Context: an optimization exercise on an open-source flow, tuned for small area, a short achievable clock period and few clock cycles per item. The choices shown serve that exercise and are no tape-out recipe. At most, simulation tests tie the RTL to the original design; equivalence was not proved. Power and IR drop assume default switching activity.

==> flow/design.v (excerpt) <==
module muldiv_seq #(
  parameter int DWIDTH    = 32,
  parameter int FRAC_BITS = 29
) (
  input  logic              clock,
  input  logic              reset,
  input  logic              start,
  input  logic              kill,
  input  logic [2:0]        MDFunc,
  input  logic [DWIDTH-1:0] A,
  input  logic [DWIDTH-1:0] B,
  output logic [DWIDTH-1:0] MDOut,
  output logic              busy,
  output logic              done
);
clock: 10.0 ns
lec_check: 0
abc_area: 1
cap_margin: 20
core_margin: 2
core_utilization: 40
place_density: 0.6
slew_margin: 20
standard.sh (not shown) runs the stock make flow with config.mk's settings and CLKGATE_MAP_FILE= SYNTH_SCRIPT=/design/flow/synth_recipe.tcl, a recipe that flattens the netlist after the stock synthesis.
==> flow/flow/run.sh <==
#!/bin/bash
# Standard ORFS layout, with timing repair aimed at a tighter target than the
# 10 ns constraint (the constraint itself is unchanged) and strong port buffers.
set -euo pipefail
bash standard.sh finish \
  "SETUP_SLACK_MARGIN=6.5" \
  "BUFFER_PORTS_ARGS=-buffer_cell sky130_fd_sc_hd__buf_4" \
  > standard_flow.log 2>&1
The starting point completed with no timing, DRC or antenna violations.
Testbench counts at the start, summed over its fixed seeds: cycles 11,851, ops 3,200.
Change:
--- a/flow/flow/run.sh
+++ b/flow/flow/run.sh
@@ -5,4 +5,5 @@
 bash standard.sh finish \
   "SETUP_SLACK_MARGIN=6.5" \
+  "TNS_END_PERCENT=1" \
   "BUFFER_PORTS_ARGS=-buffer_cell sky130_fd_sc_hd__buf_4" \
   > standard_flow.log 2>&1
Cell count falls by 2.0%.
Worst setup slack gains 0.053 ns.
Register-to-register slack gains 0.05 ns.
Change:
==> flow/run.sh (new file) <==
#!/bin/bash
# synth_recipe.tcl (not shown) runs the flow's synth.tcl, then flattens the netlist and writes it again
# the make line also repeats each setting of config.mk as NAME=value (left out here)
make -C /OpenROAD-flow-scripts/flow DESIGN_CONFIG=/design/flow/config.mk WORK_HOME=/design/flow/orfs CLKGATE_MAP_FILE= SYNTH_SCRIPT=/design/flow/synth_recipe.tcl finish
removed: flow/flow/run.sh
removed: flow/standard.sh
The changed run completed with no timing, DRC or antenna violations.
Routed wire length falls by 5.8%.
Synthesized cell count stays the same.
Combinational power falls by 8.6%.
Via count falls by 3.4%.
Sequential power stays flat.
Area after synthesis stays the same.
Global-route usage falls by 1.7 points.
Total power falls by 6.7%.
Utilization falls by 3.5 points.
Change:
==> flow/flow/run.sh (new file) <==
#!/bin/bash
# Standard ORFS layout, with timing repair aimed at a tighter target than the
# 10 ns constraint (the constraint itself is unchanged) and strong port buffers.
set -euo pipefail
bash standard.sh finish \
  "SETUP_SLACK_MARGIN=6.5" \
  "TNS_END_PERCENT=5" \
  "BUFFER_PORTS_ARGS=-buffer_cell sky130_fd_sc_hd__buf_4" \
  > standard_flow.log 2>&1
==> flow/standard.sh (new file) <==
#!/bin/bash
# synth_recipe.tcl (not shown) runs the flow's synth.tcl, then flattens the netlist and writes it again
# the make line also repeats each setting of config.mk as NAME=value (left out here)
make -C /OpenROAD-flow-scripts/flow DESIGN_CONFIG=/design/flow/config.mk WORK_HOME=/design/flow/orfs CLKGATE_MAP_FILE= SYNTH_SCRIPT=/design/flow/synth_recipe.tcl "${@:-finish}"
removed: flow/run.sh
Effect: The new run went through all stages and came out clean; area after synthesis is unchanged; first-iteration DRC count hardly moves; hold slack got worse by 0.015 ns; global-route usage rose by 1.8 points; combinational power rose by 12%; clock power rose by about 5%.
Change:
--- a/flow/flow/run.sh
+++ b/flow/flow/run.sh
@@ -4,6 +4,6 @@
 set -euo pipefail
 bash standard.sh finish \
-  "SETUP_SLACK_MARGIN=6.5" \
-  "TNS_END_PERCENT=5" \
+  "SETUP_SLACK_MARGIN=6.2" \
+  "TNS_END_PERCENT=1" \
   "BUFFER_PORTS_ARGS=-buffer_cell sky130_fd_sc_hd__buf_4" \
   > standard_flow.log 2>&1
What happened:
- The new run produced a clean layout
- worst setup slack degrades by 0.34 ns
- critical path depth falls by 3
- synthesized area does not change
- clock power is about the same
- power decreases by 5.3%
- die area stays the same

* * *

Another version of the RTL of muldiv_seq (not shown whole).
Size: roughly 280 flip-flops, about 110 I/O pins.
export LEC_CHECK = 0
export CAP_MARGIN = 20
export CORE_MARGIN = 2
export CORE_UTILIZATION = 40
export PLACE_DENSITY = 0.6
export SLEW_MARGIN = 20
create_clock -name core_clock -period 10.0 [get_ports {clock}]
==> flow/flow/run.sh <==
#!/bin/bash
# Standard ORFS layout, with timing repair aimed at a tighter target than the
# 10 ns constraint (the constraint itself is unchanged) and strong port buffers.
set -euo pipefail
bash standard.sh finish \
  "SETUP_SLACK_MARGIN=6.5" \
  "TNS_END_PERCENT=5" \
  "BUFFER_PORTS_ARGS=-buffer_cell sky130_fd_sc_hd__buf_4" \
  > standard_flow.log 2>&1
The first run went through all stages and came out clean.
Edit:
--- a/flow/flow/run.sh
+++ b/flow/flow/run.sh
@@ -3 +3,2 @@
-# 10 ns constraint (the constraint itself is unchanged) and strong port buffers.
+# 10 ns constraint (the constraint itself is unchanged) and strong port buffers;
+# setup repair only after global routing.
@@ -7,0 +9 @@
+  "SKIP_CTS_REPAIR_TIMING=1" \
ABC_AREA = 1   (was unset)
Result: Wire length climbs by about 25%. Worst hold slack got worse by 0.031 ns. Setup slack improved by 0.51 ns. Total power climbs by 18%. Synthesized cell count climbs by 28%. Sequential power drops by about 4%. Clock skew climbs by 0.014 ns.
No functional check of the RTL was part of any run of this note.

* * *

muldiv_seq, a different RTL version from the one above (not shown whole).
Size: ~5,400 cells after synthesis, about 290 flip-flops.
Settings: LEC_CHECK=0, ABC_AREA=1, CAP_MARGIN=20, CORE_MARGIN=2, CORE_UTILIZATION=40, CTS_BUF_LIST=sky130_fd_sc_hd__clkbuf_8, PLACE_DENSITY=0.6, SLEW_MARGIN=20; clock period 10.0 ns.
==> flow/flow/run.sh <==
#!/bin/bash
# Standard ORFS layout, with timing repair aimed at a tighter target than the
# 10 ns constraint (the constraint itself is unchanged) and strong port buffers.
set -euo pipefail
bash standard.sh finish \
  "SETUP_SLACK_MARGIN=6.4" \
  "TNS_END_PERCENT=5" \
  "BUFFER_PORTS_ARGS=-buffer_cell sky130_fd_sc_hd__buf_4" \
  > standard_flow.log 2>&1
Testbench counts at the start, summed over its fixed seeds: cycles 8,442, ops 3,200.
Edit:
--- a/flow/flow/run.sh
+++ b/flow/flow/run.sh
@@ -5,3 +5,3 @@
 bash standard.sh finish \
-  "SETUP_SLACK_MARGIN=6.4" \
+  "SETUP_SLACK_MARGIN=6.3" \
   "TNS_END_PERCENT=5" \
CTS_BUF_LIST = sky130_fd_sc_hd__clkbuf_4 sky130_fd_sc_hd__clkbuf_8   (was sky130_fd_sc_hd__clkbuf_8)
The new run ran to the end with no violations.
Power rises by 0.35%.
Worst setup slack got worse by 0.087 ns.
Count of clock-buffer cells in the layout grows by 22.

* * *

muldiv_seq, a different RTL version from the one above (not shown whole).
Size: roughly 5,500 cells after synthesis, ~270 flip-flops, about 110 I/O pins, roughly 37,000 um2 of cells after synthesis.
clock: 10.0 ns
lec_check: 0
abc_area: 1
cap_margin: 20
core_margin: 2
core_utilization: 40
place_density: 0.6
slew_margin: 20
run.sh (not shown) runs the stock make flow with config.mk's settings and CLKGATE_MAP_FILE= SYNTH_SCRIPT=/design/flow/synth_recipe.tcl, a recipe that flattens the netlist after the stock synthesis.
Stock flow here: none of the scripts above is used.
The baseline finished clean.
Testbench counts at the start, summed over its fixed seeds: cycles 11,729, ops 3,200.
Change:
Settings changed: ABC_AREA 1 to unset.
Result:
- setup slack got worse by 1.7 ns
- sequential share of layout area grows by 0.53 points
- wire length shrinks by 15%
- via count shrinks by about 10%
- register-to-register slack got worse by 1.7 ns
- cell area shrinks by 3.0%
- core utilization shrinks by 0.40 points
- area after synthesis shrinks by about 2.4%
- power shrinks by 12%
- maximum frequency shrinks by 25%

* * *

## oak
Another version of the RTL of muldiv_seq (not shown whole).
Size in the first run: ~5600 cells after synthesis, ~110 I/O pins, about 0.040 sq mm of cells after synthesis.
==> flow/design.v (excerpt) <==
module muldiv_seq #(
  parameter int DWIDTH    = 32,
  parameter int FRAC_BITS = 29
) (
  input  logic              clock,
  input  logic              reset,
  input  logic              start,
  input  logic              kill,
  input  logic [2:0]        MDFunc,
  input  logic [DWIDTH-1:0] A,
  input  logic [DWIDTH-1:0] B,
  output logic [DWIDTH-1:0] MDOut,
  output logic              busy,
  output logic              done
);
==> flow/config.mk <==
export PLATFORM = sky130hd
export DESIGN_NAME = muldiv_seq
export DESIGN_NICKNAME = muldiv_seq
export VERILOG_FILES = /design/flow/design.v
export SDC_FILE = /design/flow/constraint.sdc
export NUM_CORES = 4
export LEC_CHECK = 0
export ABC_AREA = 1
export CAP_MARGIN = 20
export CORE_MARGIN = 2
export CORE_UTILIZATION = 40
export PLACE_DENSITY = 0.6
export SLEW_MARGIN = 20
==> flow/constraint.sdc <==
create_clock -name core_clock -period 10.0 [get_ports {clock}]
set_input_delay 2.0000 -clock core_clock [delete_from_list [all_inputs] [get_ports {clock}]]
set_output_delay 2.0000 -clock core_clock [all_outputs]
set_load 0.01 [all_outputs]
standard.sh (not shown) runs the stock make flow with config.mk's settings and CLKGATE_MAP_FILE= SYNTH_SCRIPT=/design/flow/synth_recipe.tcl, a recipe that flattens the netlist after the stock synthesis.
==> flow/flow/run.sh <==
#!/bin/bash
# Standard ORFS layout, with timing repair aimed at a tighter target than the
# 10 ns constraint (the constraint itself is unchanged) and strong port buffers.
set -euo pipefail
bash standard.sh finish \
  "SETUP_SLACK_MARGIN=6.6" \
  "TNS_END_PERCENT=10" \
  "BUFFER_PORTS_ARGS=-buffer_cell sky130_fd_sc_hd__buf_4" \
  > standard_flow.log 2>&1
Input-level comparison between pine and oak:
--- a/flow/flow/run.sh
+++ b/flow/flow/run.sh
@@ -4,6 +4,6 @@
 set -euo pipefail
 bash standard.sh finish \
-  "SETUP_SLACK_MARGIN=6.6" \
-  "TNS_END_PERCENT=10" \
+  "SETUP_SLACK_MARGIN=6.4" \
+  "TNS_END_PERCENT=5" \
   "BUFFER_PORTS_ARGS=-buffer_cell sky130_fd_sc_hd__buf_4" \
   > standard_flow.log 2>&1
==> comparison <==
- The design area of pine falls short of that of oak by 1.5%.
- Multi-input logic cell count essentially unchanged between oak and pine.
- Sort pine and oak by worst hold slack after final layout asc -> top: oak
- Total power: pine below oak
- Delta (pine minus oak): clock-buffer cell count moved up, total half-perimeter wirelength after legalization and detailed placement now larger.
- Relative to oak, global-route wire length before repair has increased by 0.46% in pine.
No run of this note included a check of the RTL's function; only the layout flow was run.

## separate check: timing with driven ports
The results above use ideal ports. As a check the final layouts listed here were re-extracted and re-timed, cells and wires unchanged.
Step 1 sets driving cells, clkbuf_16 on the clock port and buf_2 on the other inputs (assumed; they add their load-dependent delay and slew).
Step 2 times the ports against the registers' clock, not the clock port: input delays grow and output delays shrink by t, the midpoint of the rising clock arrivals with the driver on.
a / b / c = ideal / step 1 / step 2; a / b = the first two.
run	t, ns	setup WS [ns]	worst setup path at the end	clock arrival spread, ns	pins driven straight from the clock port
the first run of note 1	0.692	6.206 / 6.206 / 5.881	input to register	0.034 / 0.033	1
the second run of note 1	0.692	6.259 / 6.259 / 5.768	input to register	0.057 / 0.057	1
the third run of note 1	0.698	4.871 / 4.871 / 4.871	register to register	0.032 / 0.032	1
the fourth run of note 1	0.692	6.310 / 6.310 / 5.751	input to register	0.050 / 0.051	1
the fifth run of note 1	0.710	5.971 / 5.971 / 5.835	input to register	0.046 / 0.046	1
the first run of note 2	0.660	5.776 / 5.776 / 5.453	input to register	0.044 / 0.044	1
the second run of note 2	0.694	6.282 / 6.282 / 6.158	input to register	0.058 / 0.059	1
the first run of note 3	0.760	5.844 / 5.844 / 5.136	input to register	0.036 / 0.036	1
the second run of note 3	0.766	5.757 / 5.799 / 5.033	input to register	0.033 / 0.033	1
the first run of note 4	0.642	4.663 / 4.663 / 4.663	register to register	0.026 / 0.026	1
the second run of note 4	0.648	2.914 / 2.914 / 2.914	register to register	0.048 / 0.048	1
oak	0.669	5.890 / 5.890 / 5.381	input to register	0.026 / 0.026	1
pine	0.669	5.907 / 5.912 / 5.268	input to register	0.033 / 0.033	1
After both steps setup and hold are still met in every run listed. For the second run of note 3, which loses most, drivers alone change the setup slack by +0.042 ns; drivers and shift together by -0.724 ns.
